From an optimization exercise on the open Yosys and OpenROAD flow, aimed at small area and a short achievable clock period; shortcuts taken in it are not production practice.
At most, simulation tests tie the RTL to the original design; equivalence was not proved.
No functional check of the RTL was part of run 2.
No activity file was given, so power comes from the tool's default toggle rates.

--- design/flow/constraint.sdc ---
create_clock -name core_clock -period 5.0 [get_ports {clk}]
set_input_delay 1.0000 -clock core_clock [delete_from_list [all_inputs] [get_ports {clk}]]
set_output_delay 1.0000 -clock core_clock [all_outputs]
set_load 0.01 [all_outputs]
--- design/flow/config.mk ---
export PLATFORM = sky130hd
export DESIGN_NAME = rdmx_control
export DESIGN_NICKNAME = rdmx_control
export VERILOG_FILES = /design/flow/design.v
export SDC_FILE = /design/flow/constraint.sdc
export NUM_CORES = 4
export LEC_CHECK = 0
export CAP_MARGIN = 20
export CORE_MARGIN = 2
export CORE_UTILIZATION = 40
export CTS_BUF_LIST = sky130_fd_sc_hd__clkbuf_8
export CTS_CLUSTER_DIAMETER = 60
export CTS_CLUSTER_SIZE = 14
export SETUP_SLACK_MARGIN = 2.72
export SLEW_MARGIN = 20
export SYNTH_HIERARCHICAL = 1
export SYNTH_MINIMUM_KEEP_SIZE = 0
--- design/flow/flow/downsize.tcl ---
# Sourced by the floorplan step right after the synthesized netlist is
# loaded: every combinational cell that synthesis mapped at a drive
# strength above 1 goes back to strength 1, so the timing repair that
# follows sizes up only what the timing needs. Flip-flops, buffers and
# tie cells keep their cells.
set db [ord::get_db]
set n 0
foreach inst [[ord::get_db_block] getInsts] {
  set master [$inst getMaster]
  set name [$master getName]
  if {![regexp {^(sky130_fd_sc_hd__)([a-z0-9]+)_([0-9]+)$} $name -> pfx base size]} { continue }
  if {$size <= 1} { continue }
  if {[regexp {^(df|edf|sdf|dl|buf|clk|inv|conb|tap|fill|decap|bufinv|dly|probe|lpflow|sdlclk|macro|ebuf|einv)} $base]} { continue }
  set small [$db findMaster "${pfx}${base}_1"]
  if {$small eq "NULL" || $small eq ""} { continue }
  if {[$inst swapMaster $small]} { incr n }
}
puts "downsize: $n combinational cells set to drive strength 1"
--- design/flow/standard.sh ---
#!/bin/bash
# synth_recipe.tcl (not shown) runs the flow's synth.tcl, then flattens the netlist and writes it again
# the make line also repeats each setting of config.mk as NAME=value (left out here)
make -C /OpenROAD-flow-scripts/flow DESIGN_CONFIG=/design/flow/config.mk WORK_HOME=/design/flow/orfs CLKGATE_MAP_FILE= SYNTH_SCRIPT=/design/flow/synth_recipe.tcl "${@:-finish}"
--- design/flow/design.v ---
`default_nettype none
package rdmx_ctl_pkg;
    localparam int REG_DATA_W = 32;
    localparam int CNT_W      = 64;
    localparam int REG_IDX_W  = 8;
    localparam int TDATA_W    = 512;
    localparam int SEQ_W      = 32;
    localparam int RESET_HOLD_CYCLES = 1000;
    localparam int RST_CNT_W         = $clog2(RESET_HOLD_CYCLES + 1);
    localparam logic [CNT_W-1:0] PCI_BASE_RST = 64'h1_0000_0000;
    localparam logic [CNT_W-1:0] PCI_SIZE_RST = 64'h1_0000_0000;
    typedef enum logic [REG_IDX_W-1:0] {
        REG_STATUS     = 8'd0,
        REG_ERRORS     = 8'd1,
        REG_GOOD_H     = 8'd2,
        REG_GOOD_L     = 8'd3,
        REG_BAD_H      = 8'd4,
        REG_BAD_L      = 8'd5,
        REG_PCI_BASE_H = 8'd6,
        REG_PCI_BASE_L = 8'd7,
        REG_PCI_SIZE_H = 8'd8,
        REG_PCI_SIZE_L = 8'd9,
        REG_RESET      = 8'd10,
        REG_CLEAR      = 8'd11,
        REG_LOOPBACK   = 8'd34,
        REG_PAUSE_PCI  = 8'd35
    } reg_index_e;
    typedef enum logic [1:0] {
        RESP_OKAY   = 2'd0,
        RESP_SLVERR = 2'd2,
        RESP_DECERR = 2'd3
    } resp_e;
    typedef struct packed {
        logic                  valid;
        logic [REG_IDX_W-1:0]  index;
        logic [REG_DATA_W-1:0] data;
    } reg_wr_t;
    typedef struct packed {
        logic                 valid;
        logic [REG_IDX_W-1:0] index;
    } reg_rd_req_t;
    typedef struct packed {
        logic                  valid;
        logic [REG_DATA_W-1:0] data;
        resp_e                 resp;
    } reg_rd_t;
    typedef struct packed {
        logic good;
        logic bad;
        logic range_err;
    } pkt_event_t;
    typedef struct packed {
        logic [1:0] ddr_cal;
        logic       pcs_aligned;
    } async_status_t;
    typedef struct packed {
        logic [TDATA_W-1:0] tdata;
        logic               tvalid;
        logic               tready;
        logic               tlast;
    } stream_beat_t;
    typedef struct packed {
        logic [CNT_W-1:0] base;
        logic [CNT_W-1:0] size;
    } pci_cfg_t;
    typedef struct packed {
        logic [CNT_W-1:0] good;
        logic [CNT_W-1:0] bad;
        logic [3:0]       errors;
        logic [2:0]       status;
        logic             reset_active;
        logic             pause_active;
        logic             loopback;
        pci_cfg_t         pci;
    } status_view_t;
endpackage
`default_nettype wire
`default_nettype none
module seq_bit (
    input  logic f,
    input  logic p,
    input  logic f_lo,
    input  logic p_lo,
    output logic m
);
    assign m = (f ^ p) ^ (p_lo & ~f_lo);
endmodule
module seq_check (
    input  logic        clk,
    input  logic        hold,
    input  logic        wc,
    input  logic [31:0] stream_hi,
    input  logic        beat,
    output logic        seq_error
);
    logic [31:0] seq_prior, prior_n;
    logic [31:0] miss;
    assign miss[0] = ~(stream_hi[0] ^ seq_prior[0]);
    genvar i;
    for (i = 1; i < 32; i++) begin : g_bit
        seq_bit u_b (
            .f    (stream_hi[i]),
            .p    (seq_prior[i]),
            .f_lo (stream_hi[i-1]),
            .p_lo (seq_prior[i-1]),
            .m    (miss[i])
        );
    end
    ld_word #(.W(32)) u_prior (
        .a (!(hold | wc) & beat),
        .b (!(hold | wc) & !beat),
        .d (stream_hi),
        .q (seq_prior),
        .n (prior_n)
    );
    always_ff @(posedge clk) begin
        seq_prior <= prior_n;
        seq_error <= !(hold || wc) && (seq_error || (beat && (stream_hi != 32'd0) && (miss != 32'd0)));
    end
endmodule
`default_nettype wire
`default_nettype none
module pkt_counter (
    input  logic        clk,
    input  logic        hold,
    input  logic        wc,
    input  logic        ld_h,
    input  logic        ld_l,
    input  logic [31:0] wd,
    input  logic        inc,
    output logic [63:0] count
);
    logic [63:0] count_n;
    wire a_h = ld_h && !hold;
    wire a_l = ld_l && !hold;
    wire b_h = !(hold || wc || ld_h);
    wire b_l = !(hold || wc || ld_l);
    count_next #(.N(8), .ONES(1'b1)) u_next (
        .inc(inc),
        .blk({{4{ld_l}}, {4{ld_h}}}),
        .a  ({{4{a_h}}, {4{a_l}}}),
        .b  ({{4{b_h}}, {4{b_l}}}),
        .d  ({wd, wd}),
        .q  (count),
        .n  (count_n)
    );
    always_ff @(posedge clk) begin
        count <= count_n;
    end
endmodule
module event_capture (
    input  logic        clk,
    input  logic        hold,
    input  logic        wc,
    input  logic [31:0] wd,
    input  logic        w_good_h,
    input  logic        w_good_l,
    input  logic        w_bad_h,
    input  logic        w_bad_l,
    input  logic [2:0]  events,
    input  logic [2:0]  async_status,
    output logic [63:0] good_count,
    output logic [63:0] bad_count,
    output logic        range_err,
    output logic [2:0]  sync_q
);
    logic [2:0] sync_meta;
    always_ff @(posedge clk) begin
        sync_meta <= async_status;
        sync_q    <= sync_meta;
    end
    pkt_counter u_good (
        .clk(clk), .hold(hold), .wc(wc), .ld_h(w_good_h), .ld_l(w_good_l), .wd(wd),
        .inc(events[2]), .count(good_count)
    );
    pkt_counter u_bad (
        .clk(clk), .hold(hold), .wc(wc), .ld_h(w_bad_h), .ld_l(w_bad_l), .wd(wd),
        .inc(events[1]), .count(bad_count)
    );
    always_ff @(posedge clk) begin
        range_err <= !(hold || wc) && (range_err || events[0]);
    end
endmodule
`default_nettype wire
`default_nettype none
module ld_word #(
    parameter int W = 32
) (
    input  logic         a,
    input  logic         b,
    input  logic [W-1:0] d,
    input  logic [W-1:0] q,
    output logic [W-1:0] n
);
    assign n = ({W{a}} & d) | ({W{b}} & q);
endmodule
module tgate8 (
    input  logic       g,
    input  logic [7:1] pre,
    output logic [7:1] t_n
);
    assign t_n = ~({7{g}} & pre);
endmodule
module step_bitn (
    input  logic a,
    input  logic b,
    input  logic d,
    input  logic q,
    input  logic t_n,
    output logic n
);
    assign n = (a & d) | (b & (q ^ ~t_n));
endmodule
module step_bit0 (
    input  logic a,
    input  logic b,
    input  logic d,
    input  logic q,
    input  logic g,
    output logic n
);
    assign n = (a & d) | (b & (q ^ g));
endmodule
module and2m (
    input  logic c,
    input  logic q,
    output logic y
);
    assign y = c & q;
endmodule
module all8 #(
    parameter bit ONES = 1'b1
) (
    input  logic [7:0] q,
    output logic       all
);
    assign all = ONES ? (&q) : ~(|q);
endmodule
module prefix8 #(
    parameter bit ONES = 1'b1
) (
    input  logic [7:0] q,
    output logic [7:2] pre,
    output logic       all
);
    if (ONES) begin : g_up
        and2m u_l2 (.c(q[0]), .q(q[1]), .y(pre[2]));
        genvar j;
        for (j = 2; j < 7; j++) begin : g_link
            and2m u_l (.c(pre[j]), .q(q[j]), .y(pre[j+1]));
        end
        all8 #(.ONES(1'b1)) u_all (.q(q), .all(all));
    end else begin : g_down
        always_comb begin
            logic p;
            p = ~q[0];
            for (int j = 1; j < 8; j++) begin
                p = p & ~q[j];
                if (j < 7) pre[j+1] = p;
            end
            all = p;
        end
    end
endmodule
module group_en #(
    parameter int N = 8
) (
    input  logic         inc,
    input  logic [N-1:0] blk,
    input  logic [N-1:0] all,
    output logic [N-1:0] g
);
    logic [N-1:0] low;
    always_comb begin
        logic p;
        p = 1'b1;
        for (int k = 0; k < N; k++) begin
            low[k] = p;
            p = p & all[k];
        end
    end
    assign g = {N{inc}} & ~blk & low;
endmodule
module count_next #(
    parameter int N    = 8,
    parameter bit ONES = 1'b1
) (
    input  logic           inc,
    input  logic [N-1:0]   blk,
    input  logic [N-1:0]   a,
    input  logic [N-1:0]   b,
    input  logic [8*N-1:0] d,
    input  logic [8*N-1:0] q,
    output logic [8*N-1:0] n
);
    logic [N-1:0]   all, g;
    logic [8*N-1:1] pre;
    group_en #(.N(N)) u_ge (.inc(inc), .blk(blk), .all(all), .g(g));
    genvar k, j;
    for (k = 0; k < N; k++) begin : g_grp
        prefix8 #(.ONES(ONES)) u_p (.q(q[8*k +: 8]), .pre(pre[8*k+2 +: 6]), .all(all[k]));
        assign pre[8*k+1] = ONES ? q[8*k] : ~q[8*k];
        step_bit0 u_s0 (
            .a(a[k]), .b(b[k]), .d(d[8*k]), .q(q[8*k]), .g(g[k]), .n(n[8*k])
        );
        logic [7:1] t_n;
        tgate8 u_t (.g(g[k]), .pre(pre[8*k+1 +: 7]), .t_n(t_n));
        for (j = 1; j < 8; j++) begin : g_bit
            step_bitn u_s (
                .a(a[k]), .b(b[k]), .d(d[8*k+j]), .q(q[8*k+j]), .t_n(t_n[j]), .n(n[8*k+j])
            );
        end
    end
endmodule
module ctl_regs (
    input  logic         clk,
    input  logic         rst,
    input  logic [31:0]  wd,
    input  logic         w_base_h,
    input  logic         w_base_l,
    input  logic         w_size_h,
    input  logic         w_size_l,
    input  logic         w_loop,
    input  logic         w_pause,
    input  logic         w_reset,
    output logic [127:0] pci,
    output logic         loopback,
    output logic         pause_pci,
    output logic         rst_run
);
    localparam logic [9:0] LFSR_SEED = 10'h001;
    localparam logic [9:0] LFSR_LAST = 10'h3d6;
    logic [127:0] pci_q, pci_n;
    wire  [3:0]   we  = {w_base_h, w_base_l, w_size_h, w_size_l};
    genvar k;
    for (k = 0; k < 4; k++) begin : g_pci
        ld_word #(.W(32)) u_w (
            .a (we[k]),
            .b (~rst & ~we[k]),
            .d (wd),
            .q (pci_q[32*k +: 32]),
            .n (pci_n[32*k +: 32])
        );
    end
    always_ff @(posedge clk) begin
        pci_q <= pci_n | {31'd0, rst, 63'd0, rst, 32'd0};
    end
    assign pci = pci_q;
    always_ff @(posedge clk) begin
        if (rst)         loopback <= 1'b0;
        else if (w_loop) loopback <= wd[0];
    end
    logic [31:0] pause_count, pause_n;
    count_next #(.N(4), .ONES(1'b0)) u_pause (
        .inc(pause_pci),
        .blk({4{w_pause}}),
        .a  ({4{w_pause}}),
        .b  ({4{~rst & ~w_pause}}),
        .d  (wd),
        .q  (pause_count),
        .n  (pause_n)
    );
    always_ff @(posedge clk) begin
        pause_count <= pause_n;
        pause_pci   <= !rst && (w_pause ? (wd != 32'd0) : (pause_count[31:1] != 31'd0));
    end
    logic [9:0] rst_lfsr;
    always_ff @(posedge clk) begin
        if (w_reset) rst_lfsr <= LFSR_SEED;
        else         rst_lfsr <= {rst_lfsr[8:0], rst_lfsr[9] ^ rst_lfsr[6]};
        if (rst)                                   rst_run <= 1'b0;
        else if (w_reset)                          rst_run <= 1'b1;
        else if (rst_run && rst_lfsr == LFSR_LAST) rst_run <= 1'b0;
    end
endmodule
`default_nettype wire
`default_nettype none
module read_mux (
    input  logic         clk,
    input  logic         rst,
    input  logic [8:0]   reg_rd_req,
    input  logic [2:0]   status,
    input  logic [3:0]   errors,
    input  logic [63:0]  good_count,
    input  logic [63:0]  bad_count,
    input  logic [127:0] pci,
    input  logic         rst_run,
    input  logic         loopback,
    input  logic         pause_pci,
    output logic [34:0]  reg_rd
);
    wire [7:0] ri = reg_rd_req[7:0];
    logic       z76, z54, t54;
    logic [3:0] m, l;
    nor2m  u_z76 (.x(ri[7:6]), .y(z76));
    nor2m  u_z54 (.x(ri[5:4]), .y(z54));
    and2bm u_t54 (.a(ri[5]), .b_n(ri[4]), .y(t54));
    pd_mid u_m   (.x(ri[3:2]), .y(m));
    pd_mid u_l   (.x(ri[1:0]), .y(l));
    logic [12:0] s;
    genvar k;
    for (k = 0; k < 11; k++) begin : g_s
        and4m u_a (.x({z76, z54, m[k >> 2], l[k & 3]}), .y(s[k]));
    end
    and4m u_a34 (.x({z76, t54, m[0], l[2]}), .y(s[11]));
    and4m u_a35 (.x({z76, t54, m[0], l[3]}), .y(s[12]));
    wire s_stat  = s[0];
    wire s_err   = s[1];
    wire s_gh    = s[2];
    wire s_gl    = s[3];
    wire s_bh    = s[4];
    wire s_bl    = s[5];
    wire s_pbh   = s[6];
    wire s_pbl   = s[7];
    wire s_psh   = s[8];
    wire s_psl   = s[9];
    wire s_rst   = s[10];
    wire s_loop  = s[11];
    wire s_pause = s[12];
    wire sel_ok = |s;
    wire [7:0] sel8 = {s_psl, s_psh, s_pbl, s_pbh, s_bl, s_bh, s_gl, s_gh};
    wire [31:0] sel_data;
    for (k = 0; k < 32; k++) begin : g_bit
        rd_bit u_bit (
            .sel (sel8),
            .d   ({pci[k], pci[32+k], pci[64+k], pci[96+k],
                   bad_count[k], bad_count[32+k], good_count[k], good_count[32+k]}),
            .x   (sel_data[k])
        );
    end
    logic        rd_valid, rd_err;
    logic [31:0] rd_data;
    always_ff @(posedge clk) begin
        rd_valid <= !rst && reg_rd_req[8];
        rd_data  <= sel_data | {28'd0, s_err ? errors : {1'b0, s_stat ? status : 3'd0}}
                          | {31'd0, (s_rst && rst_run) || (s_loop && loopback) || (s_pause && pause_pci)};
        rd_err   <= !sel_ok;
    end
    assign reg_rd = {rd_valid, rd_data, rd_err, rd_err};
endmodule
`default_nettype wire
module rd_bit (
    input  logic [7:0] sel,
    input  logic [7:0] d,
    output logic       x
);
    assign x = |(sel & d);
endmodule
`default_nettype none
module nor2m (
    input  logic [1:0] x,
    output logic       y
);
    assign y = ~|x;
endmodule
module and2bm (
    input  logic a,
    input  logic b_n,
    output logic y
);
    assign y = a & ~b_n;
endmodule
module pd_mid (
    input  logic [1:0] x,
    output logic [3:0] y
);
    assign y = 4'b0001 << x;
endmodule
module pd_lo (
    input  logic       v,
    input  logic       r,
    input  logic [1:0] x,
    output logic [3:0] y
);
    assign y = {4{v & ~r}} & (4'b0001 << x);
endmodule
module and4m (
    input  logic [3:0] x,
    output logic       y
);
    assign y = &x;
endmodule
module wr_dec (
    input  logic        rst,
    input  logic        wv,
    input  logic [7:0]  wi,
    output logic [11:0] w
);
    logic       z76, z54, t54;
    logic [3:0] m, l;
    nor2m  u_z76 (.x(wi[7:6]), .y(z76));
    nor2m  u_z54 (.x(wi[5:4]), .y(z54));
    and2bm u_t54 (.a(wi[5]), .b_n(wi[4]), .y(t54));
    pd_mid u_m   (.x(wi[3:2]), .y(m));
    pd_lo  u_l   (.v(wv), .r(rst), .x(wi[1:0]), .y(l));
    genvar k;
    for (k = 0; k < 10; k++) begin : g_w
        and4m u_a (.x({z76, z54, m[(k + 2) >> 2], l[(k + 2) & 3]}), .y(w[k]));
    end
    and4m u_a34 (.x({z76, t54, m[0], l[2]}), .y(w[10]));
    and4m u_a35 (.x({z76, t54, m[0], l[3]}), .y(w[11]));
endmodule
module rst_inv (
    input  logic resetn,
    output logic rst
);
    assign rst = ~resetn;
endmodule
module rstn_gate (
    input  logic resetn,
    input  logic run,
    output logic y
);
    assign y = resetn & ~run;
endmodule
module rdmx_control (
    input  logic                        clk,
    input  logic                        resetn,
    input  logic [40:0]                 reg_wr,
    output logic                        wr_done,
    output logic [1:0]                  wr_resp,
    input  logic [8:0]                  reg_rd_req,
    output logic [34:0]                 reg_rd,
    input  logic [2:0]                  events,
    input  logic [1:0]                  overflow,
    input  logic [2:0]                  async_status,
    input  logic [514:0]                stream,
    output logic [127:0]                pci,
    output logic                        loopback,
    output logic                        pause_pci,
    output logic                        resetn_out
);
    logic rst;
    rst_inv u_rst (.resetn(resetn), .rst(rst));
    wire        wv = reg_wr[40];
    wire [7:0]  wi = reg_wr[39:32];
    wire [31:0] wd = reg_wr[31:0];
    logic w_good_h, w_good_l, w_bad_h, w_bad_l, w_base_h, w_base_l;
    logic w_size_h, w_size_l, w_reset, w_clear, w_loop, w_pause;
    wr_dec u_wr_dec (
        .rst(rst), .wv(wv), .wi(wi),
        .w({w_pause, w_loop, w_clear, w_reset, w_size_l, w_size_h,
            w_base_l, w_base_h, w_bad_l, w_bad_h, w_good_l, w_good_h})
    );
    logic wr_err;
    always_ff @(posedge clk) begin
        wr_done <= !rst && wv;
        wr_err  <= ~|{w_pause, w_loop, w_clear, w_reset, w_size_l, w_size_h,
                      w_base_l, w_base_h, w_bad_l, w_bad_h, w_good_l, w_good_h};
    end
    assign wr_resp = {wr_err, wr_err};
    logic        rst_run;
    logic [63:0] good_count, bad_count;
    logic        range_err, seq_error;
    logic [2:0]  sync_q;
    ctl_regs u_ctl_regs (
        .clk       (clk),
        .rst       (rst),
        .wd        (wd),
        .w_base_h  (w_base_h),
        .w_base_l  (w_base_l),
        .w_size_h  (w_size_h),
        .w_size_l  (w_size_l),
        .w_loop    (w_loop),
        .w_pause   (w_pause),
        .w_reset   (w_reset),
        .pci       (pci),
        .loopback  (loopback),
        .pause_pci (pause_pci),
        .rst_run   (rst_run)
    );
    rstn_gate u_rstn (.resetn(resetn), .run(rst_run), .y(resetn_out));
    wire hold = rst || rst_run;
    event_capture u_event_capture (
        .clk          (clk),
        .hold         (hold),
        .wc           (w_clear),
        .wd           (wd),
        .w_good_h     (w_good_h),
        .w_good_l     (w_good_l),
        .w_bad_h      (w_bad_h),
        .w_bad_l      (w_bad_l),
        .events       (events),
        .async_status (async_status),
        .good_count   (good_count),
        .bad_count    (bad_count),
        .range_err    (range_err),
        .sync_q       (sync_q)
    );
    seq_check u_seq_check (
        .clk       (clk),
        .hold      (hold),
        .wc        (w_clear),
        .stream_hi (stream[514:483]),
        .beat      (stream[2] && stream[1]),
        .seq_error (seq_error)
    );
    read_mux u_read_mux (
        .clk        (clk),
        .rst        (rst),
        .reg_rd_req (reg_rd_req),
        .status     (sync_q),
        .errors     ({seq_error, overflow, range_err}),
        .good_count (good_count),
        .bad_count  (bad_count),
        .pci        (pci),
        .rst_run    (rst_run),
        .loopback   (loopback),
        .pause_pci  (pause_pci),
        .reg_rd     (reg_rd)
    );
endmodule
`default_nettype wire
--- design/flow/flow/run.sh ---
#!/bin/bash
# Standard layout, with every port buffered by the smallest buffer
# instead of the resizer's default pick (a delay cell on sky130hd), clock
# tree synthesis without dummy load cells, and synthesis's combinational
# cells set back to drive strength 1 before floorplan (timing repair then
# sizes up what it needs).
set -euo pipefail
export BUFFER_PORTS_ARGS="-buffer_cell sky130_fd_sc_hd__buf_1"
export CTS_ARGS="-sink_clustering_enable -repair_clock_nets -buf_list sky130_fd_sc_hd__clkbuf_8 -sink_clustering_size 14 -sink_clustering_max_diameter 60 -dont_use_dummy_load"
export PRE_FLOORPLAN_TCL="$PWD/flow/downsize.tcl"
bash standard.sh > standard_flow.log 2>&1
==> results of run 1 <==
==> worst max path at each step <==
| stage | endpoint | slack [ns] | cells past startpoint |
|---|---|---|---|
| floorplan | u_ctl_regs.pause_pci | 2.47 | 7 |
| global placement | u_ctl_regs.pci_q[81] | 1.27 | 8 |
| detailed placement | u_ctl_regs.pci_q[94] | 1.21 | 8 |
| CTS | resetn_out | 2.60 | 3 |
| global route | resetn_out | 2.65 | 3 |
| finish | resetn_out | 2.66 | 3 |
==> flip-flops by register name, summed over array words and instances, names as in the netlist, 3 cells and up <==
signal,count
u_ctl_regs.pci_q,128
u_event_capture.sync_meta,3
u_event_capture.u_good.count,64
u_seq_check.seq_prior,32
u_ctl_regs.rst_lfsr,10
u_read_mux.rd_data,32
u_event_capture.sync_q,3
u_ctl_regs.pause_count,32
u_event_capture.u_bad.count,64
==> metrics by stage <==
step	util (%)	setup slack (ns)	cell area (um2)	instances	hold WS, ns
after floorplan	-	2.47	17000	1653	0.310
after global placement	44.6	1.27	18600	2452	0.312
after detailed placement	44.6	1.21	18600	2452	0.312
after CTS	47.0	2.60	19600	2530	0.333
after global routing	47.6	2.65	19800	2547	0.345
final	47.6	2.66	19800	2547	0.334
==> cells in the final DEF (no fill, tap or decap), drive strengths merged, types with 7 or more instances in the layout <==
cell type	instances
nor2	51
nor3	21
nor4	40
buf	339
nand4	71
or4	7
and2	99
nand2	148
and4	34
inv	11
dfxtp	377
a22o	320
a22oi	129
clkbuf	39
xor2	21
nor2b	59
xnor2	203
==> critical path: cells and delay by family <==
kind                   cells  cell delay (ns)
buffers and inverters      2             0.22
and+or+nand+nor            1             0.12
==> what timing repair did <==
action                                  4_1_cts  5_1_grt
buffers inserted                             35       10
gates cloned                                  7        6
pin swaps                                    14        9
gates resized for setup                      30       36
endpoints found under the setup margin      270      207
==> power groups by stage <==
| stage | clock [mW] | sequential (mW) | combinational, mW |
|---|---|---|---|
| after global routing | 1.83 | 3.31 | 1.15 |
| final | 1.70 | 3.29 | 1.06 |
| after detailed placement | 0 | 3.35 | 0.976 |
| after CTS | 1.74 | 3.29 | 1.01 |
| after floorplan | 0 | 3.31 | 0.742 |
| after global placement | 0 | 3.35 | 0.961 |
==> per-layer routing <==
layer | GRT usage (%) | up-vias | routed length (um)
li1 | - | 6980 | -
met1 | 34.5 | 7521 | 26500
met2 | 42.7 | 618 | 28300
met3 | 5.37 | 113 | 4840
met4 | 9.06 | 2 | 2020
met5 | 0 | - | 14
==> cell type report <==
cell class / count / area [um2]
well taps: 539 / 674
flip-flops and latches: 377 / 7550
clock buffers: 36 / 495
diodes: 1 / 2.50
inverters: 11 / 41.3
fillers: 4026 / 21800
multi-input cells: 1241 / 9350
repair buffers: 342 / 1730
==> results.txt, run 1 <==
row count=75; CP Capture Type=output port; # Max-Cap Violations=0; reg-to-reg critical path startpoint=u_ctl_regs.pause_count[9]; crit-path cells=buf_6, nor2b_4, buf_6; vias in the first global route=14.7k; overall power=6.05 mW; Crit. Startpoint=resetn; Int Power=4.28 mW; Routability Congestion=0.838; Final TNS setup=0 ns; CTS tree=yes; Sink Count=377; final worst path period share=46.7%; worst stage delay on the critical path=0.13 ns; CP required=4.00 ns; Clk pwr share=28.0%; synth-to-layout area growth=18.3%; Hold WC Path Type=reg -> reg; fin crit period=2.34 ns; via count=15.2k; share of cells above drive strength 1=10.5%; clock latency on the worst-skew pair=0.61 ns; Worst Hold Launch=u_event_capture.sync_meta[2]; worst setup path category=in -> out; worst reg2reg path depth=7; Layout Skew=0.0453 ns; Die Span X=209 um; Yosys warnings=15; Switching Fraction=29.2%; Sw Pwr=1.77 mW; FMAX=0.428 GHz; Die Span Y=209 um; RR Endpoint=u_ctl_regs.pause_count[31]; Nets=2584; Synth Cell Area=0.0168 mm2; drt via density=5.98; DRC Markers=0; cells after synthesis=1653; hold_buf cts=0; total CTS buffers=36; Hold EP=u_event_capture.sync_q[2]; drt pass-1 iters=5; GRT overflow=0; I/O pin cnt=744; Port Buffers=262; RSZ-0062 raised after global routing=yes; total core area=0.0417 mm2; hold depth=0; initial cell density of the core=40.3%; Combinational Power Share=17.5%; flop2flop setup slack=2.81 ns; Peak VDD IR=0.000161 V; first-pass GRT wire length=89000 um; Fin. Hold Viols=0; status=no timing/DRC/antenna violations; share of total power in sequential cells=54.4%; syn_nets=2228; CP Launch Type=input port; Max-slew headroom=41.5%; Power Dens Cells=305 mW/mm2; Top cell by count, worst path=buf_6; Syn Area/Cell=10.1 um2; Final ANT Viol Nets=0; All-Layer GR Usage=26.2%; HPWL Detailed=38900 um; htree depth=2; largest net degree at the start of global routing=34; DR WL/cell=24.2 um; Die ar.=0.0436 mm2; endpoint arrival time on the critical path=1.34 ns; Max clock buf depth=3; CTS Root Cell=clkbuf_8; slowest stage cell, crit path=buf_6; max-slew violations=0; maximum fanout along the worst path=2; P_leak=6.92 nW; slew of the pin with the lowest slew margin=0.876 ns; initial antenna violation count=2; DR iter-0 viols=1335; Setup Viol. Count Final=0; Post-Route WL=61700 um; clock slew at reported path FFs=0.09 ns
==> run 2: changes to the inputs <==
--- a/design/flow/design.v
+++ b/design/flow/design.v
@@ -87,7 +87,8 @@
 endmodule
 module seq_check (
     input  logic        clk,
-    input  logic        hold,
+    input  logic        rst,
+    input  logic        run,
     input  logic        wc,
     input  logic [31:0] stream_hi,
     input  logic        beat,
@@ -107,22 +108,23 @@
         );
     end
     ld_word #(.W(32)) u_prior (
-        .a (!(hold | wc) & beat),
-        .b (!(hold | wc) & !beat),
+        .a (!(rst | run | wc) & beat),
+        .b (!(rst | run | wc) & !beat),
         .d (stream_hi),
         .q (seq_prior),
         .n (prior_n)
     );
     always_ff @(posedge clk) begin
         seq_prior <= prior_n;
-        seq_error <= !(hold || wc) && (seq_error || (beat && (stream_hi != 32'd0) && (miss != 32'd0)));
+        seq_error <= !(rst || run || wc) && (seq_error || (beat && (stream_hi != 32'd0) && (miss != 32'd0)));
     end
 endmodule
 `default_nettype wire
 `default_nettype none
 module pkt_counter (
     input  logic        clk,
-    input  logic        hold,
+    input  logic        rst,
+    input  logic        run,
     input  logic        wc,
     input  logic        ld_h,
     input  logic        ld_l,
@@ -131,8 +133,9 @@
     output logic [63:0] count
 );
     logic [63:0] count_n;
-    wire a_h = ld_h && !hold;
-    wire a_l = ld_l && !hold;
+    wire hold = rst || run;
+    wire a_h = ld_h && !run;
+    wire a_l = ld_l && !run;
     wire b_h = !(hold || wc || ld_h);
     wire b_l = !(hold || wc || ld_l);
     count_next #(.N(8), .ONES(1'b1)) u_next (
@@ -150,7 +153,8 @@
 endmodule
 module event_capture (
     input  logic        clk,
-    input  logic        hold,
+    input  logic        rst,
+    input  logic        run,
     input  logic        wc,
     input  logic [31:0] wd,
     input  logic        w_good_h,
@@ -170,15 +174,15 @@
         sync_q    <= sync_meta;
     end
     pkt_counter u_good (
-        .clk(clk), .hold(hold), .wc(wc), .ld_h(w_good_h), .ld_l(w_good_l), .wd(wd),
+        .clk(clk), .rst(rst), .run(run), .wc(wc), .ld_h(w_good_h), .ld_l(w_good_l), .wd(wd),
         .inc(events[2]), .count(good_count)
     );
     pkt_counter u_bad (
-        .clk(clk), .hold(hold), .wc(wc), .ld_h(w_bad_h), .ld_l(w_bad_l), .wd(wd),
+        .clk(clk), .rst(rst), .run(run), .wc(wc), .ld_h(w_bad_h), .ld_l(w_bad_l), .wd(wd),
         .inc(events[1]), .count(bad_count)
     );
     always_ff @(posedge clk) begin
-        range_err <= !(hold || wc) && (range_err || events[0]);
+        range_err <= !(rst || run || wc) && (range_err || events[0]);
     end
 endmodule
 `default_nettype wire
@@ -570,10 +574,10 @@
         .rst_run   (rst_run)
     );
     rstn_gate u_rstn (.resetn(resetn), .run(rst_run), .y(resetn_out));
-    wire hold = rst || rst_run;
     event_capture u_event_capture (
         .clk          (clk),
-        .hold         (hold),
+        .rst          (rst),
+        .run          (rst_run),
         .wc           (w_clear),
         .wd           (wd),
         .w_good_h     (w_good_h),
@@ -589,7 +593,8 @@
     );
     seq_check u_seq_check (
         .clk       (clk),
-        .hold      (hold),
+        .rst       (rst),
+        .run       (rst_run),
         .wc        (w_clear),
         .stream_hi (stream[514:483]),
         .beat      (stream[2] && stream[1]),
==> design/flow/flow/run.sh (replaced) <==
#!/bin/bash
# Standard layout, with every port buffered by the smallest buffer
# instead of the resizer's default pick (a delay cell on sky130hd), and
# clock tree synthesis without dummy load cells.
set -euo pipefail
export BUFFER_PORTS_ARGS="-buffer_cell sky130_fd_sc_hd__buf_1"
export CTS_ARGS="-sink_clustering_enable -repair_clock_nets -buf_list sky130_fd_sc_hd__clkbuf_8 -sink_clustering_size 14 -sink_clustering_max_diameter 60 -dont_use_dummy_load"
bash standard.sh > standard_flow.log 2>&1
removed: design/flow/flow/downsize.tcl
==> run 2 against run 1 <==
  * Hold slack got worse by 0.0023 ns
  * Sequential power barely moved
  * Flip-flop and latch count did not move
  * Register-to-register slack got worse by 0.07 ns
  * Utilization rose by 0.66 points
  * Sequential share of layout area fell by 0.73 points
  * Design area rose by 2.1%
  * Total power rose by 2.6%
  * Clock skew rose by 0.022 ns
  * Fmax fell by 4.6%
  * Final cell count barely moved
  * Critical path type is now in -> reg
==> results.txt, run 2 <==
Biggest register=u_ctl_regs.pci_q; total CTS buffers=36; Post-Route WL=63200 um; Fin. Hold Viols=0; DR WL/cell=24.8 um; Hold WS=0.332 ns; P_leak=7.15 nW; Hold WC Path Type=reg -> reg; Die Span Y=210 um; most frequent cells in the layout=dfxtp_1, a22o_1, buf_1; initial cell density of the core=40.5%; Top Registers=u_ctl_regs.pci_q: 128 flops, u_event_capture.u_bad.count: 64 flops, u_event_capture.u_good.count: 64 flops; hold depth=0; reg-to-reg critical path startpoint=u_event_capture.u_bad.count[5]; RSZ-0062 raised after global routing=yes; Max-slew headroom=42.9%; share of cells above drive strength 1=13.8%; drt pass-1 iters=8; Crit. Startpoint=resetn; total core area=0.0419 mm2; Routability Congestion=0.862; CP Capture Type=flip-flop; HPWL Detailed=39200 um; first-pass GRT wire length=89000 um; worst reg2reg path depth=9; largest net degree at the start of global routing=34; slew of the pin with the lowest slew margin=0.856 ns; final core utilization=48.3%; fin crit period=2.45 ns; max-slew violations=0; Peak VDD IR=0.000204 V; synth-to-layout area growth=19.1%; Layout Skew=0.0676 ns; max FFs per register=128; flop2flop setup slack=2.74 ns; Power Dens Cells=306 mW/mm2; All-Layer GR Usage=26.3%; status=no timing/DRC/antenna violations; I/O pin cnt=744; CTS Root Cell=clkbuf_8; Die ar.=0.0442 mm2; Synth Cell Area=0.0170 mm2; Max clock buf depth=3; Setup Viol. Count Final=0; worst setup path category=in -> reg; vias in the first global route=14.3k; endpoint arrival time on the critical path=2.91 ns; final worst path period share=49.0%; Final TNS setup=0 ns; DR iter-0 viols=1174; Final ANT Viol Nets=0; CP endpoint=u_event_capture.u_bad.count[32]; overall power=6.21 mW; hold_buf cts=0; Yosys warnings=15; commonest non-fill, non-tap cell in the layout=dfxtp_1; clock latency on the worst-skew pair=0.63 ns; via count=15.2k; Die Span X=210 um; syn_nets=2227; maximum fanout along the worst path=8; clock slew at reported path FFs=0.08 ns; Syn Area/Cell=10.3 um2; DRC Markers=0; CP required=5.46 ns; Layout fillers=3917; RR Endpoint=u_event_capture.u_bad.count[57]; FMAX=0.408 GHz; cells after synthesis=1652; GRT overflow=0; CTS tree=yes; initial antenna violation count=2; drt via density=5.97; Sink Count=377; Nets=2585; Port Buffers=262; row count=75; # Max-Cap Violations=0; CP Launch Type=input port; htree depth=2
run 2: changes by cell type in the layout (fill, tap and decap cells not counted), sizes merged, moves of 2 or more:
cell and delta:
nor2b -8, and2b +7, nor4 +6, buf +5, nor3 -5, and4 -2, clkbuf -2
run 2: area by class of cell:
class	count	area, um2	share of cell area [%]
Antenna cell	1	2.50	0.0124
Clock buffer	36	495	2.45
Inverter	11	45.0	0.222
Multi-Input combinational cell	1238	9610	47.5
Sequential cell	377	7560	37.3
Tap cell	539	674	3.33
Timing Repair Buffer	346	1870	9.23
run 2: critical path, stage by stage:
cell	delay (ns)
buf_8	0.08
clkinvlp_4	0.12
buf_6	0.14
buf_6	0.10
buf_12	0.11
and4bb_2	0.31
and4_4	0.34
buf_4	0.16
nor3b_4	0.04
buf_6	0.14
xor2_1	0.15
a22o_1	0.21
run 2: power by group:
group          total [mW]  internal (mW)  switching [mW]
sequential           3.31           3.14           0.178
clock                1.69          0.646            1.05
combinational        1.20          0.596           0.602
run 2: through the flow:
stage | worst slack [ns] | instances | cell area, um2
2_1_floorplan | 2.17 | 1652 | 17200
3_3_place_gp | 1.42 | 2450 | 18700
3_5_place_dp | 1.38 | 2450 | 18700
4_1_cts | 2.59 | 2517 | 19800
5_1_grt | 2.53 | 2548 | 20300
6_report | 2.55 | 2548 | 20300
run 2: how the worst min path moves through the flow:
stage	startpoint	to	slack (ns)
global route	u_event_capture.sync_meta[1]	u_event_capture.sync_q[1]	0.33
detailed placement	u_event_capture.sync_meta[2]	u_event_capture.sync_q[2]	0.31
global placement	u_event_capture.sync_meta[0]	u_event_capture.sync_q[0]	0.31
floorplan	u_event_capture.sync_meta[0]	u_event_capture.sync_q[0]	0.31
CTS	u_event_capture.sync_meta[2]	u_event_capture.sync_q[2]	0.33
finish	u_event_capture.sync_meta[2]	u_event_capture.sync_q[2]	0.33
run 2: timing repair:
| action | CTS | global route |
|---|---|---|
| gates resized for setup | 73 | 51 |
| setup endpoints to repair | 310 | 130 |
| gates cloned | 6 | 7 |
| pin swaps | 34 | 27 |
| buffers inserted | 25 | 23 |
run 2: layer usage:
layer	global-route usage [%]	up-vias	share of wire (%)
met5	0	-	0
met4	9.66	0	3.6
met3	4.26	107	7.8
met2	40.8	649	45
met1	36.8	7493	44
li1	-	6973	-

-- afterwards: timing with drivers on the ports --
The flow's constraints put no driver on any port. The routed layouts listed below were extracted and timed again, unchanged, in two steps.
Step 1 (the two cells are an assumption about what drives the block):
set clk [get_ports {clk}]
set_driving_cell -lib_cell sky130_fd_sc_hd__clkbuf_16 $clk
set_driving_cell -lib_cell sky130_fd_sc_hd__buf_2 [delete_from_list [all_inputs] $clk]
Step 2, shift: input delay + t, output delay - t, t = (earliest + latest rising clock arrival at the registers) / 2. This alone moves slack from input paths to output paths.
Three values: ideal ports, drivers, drivers and shift; two values: the first two.
run	t, ns	setup WS [ns]	worst hold slack (ns)	worst setup path at the end
run 1	0.649	2.663 / 2.622 / 2.094	0.334 / 0.334 / 0.334	input to register
run 2	0.643	2.550 / 2.543 / 1.900	0.332 / 0.332 / 0.332	input to register
After both steps every run listed still meets setup and hold. For run 2, which loses most, drivers alone change the setup slack by -0.007 ns; drivers and shift together by -0.650 ns.
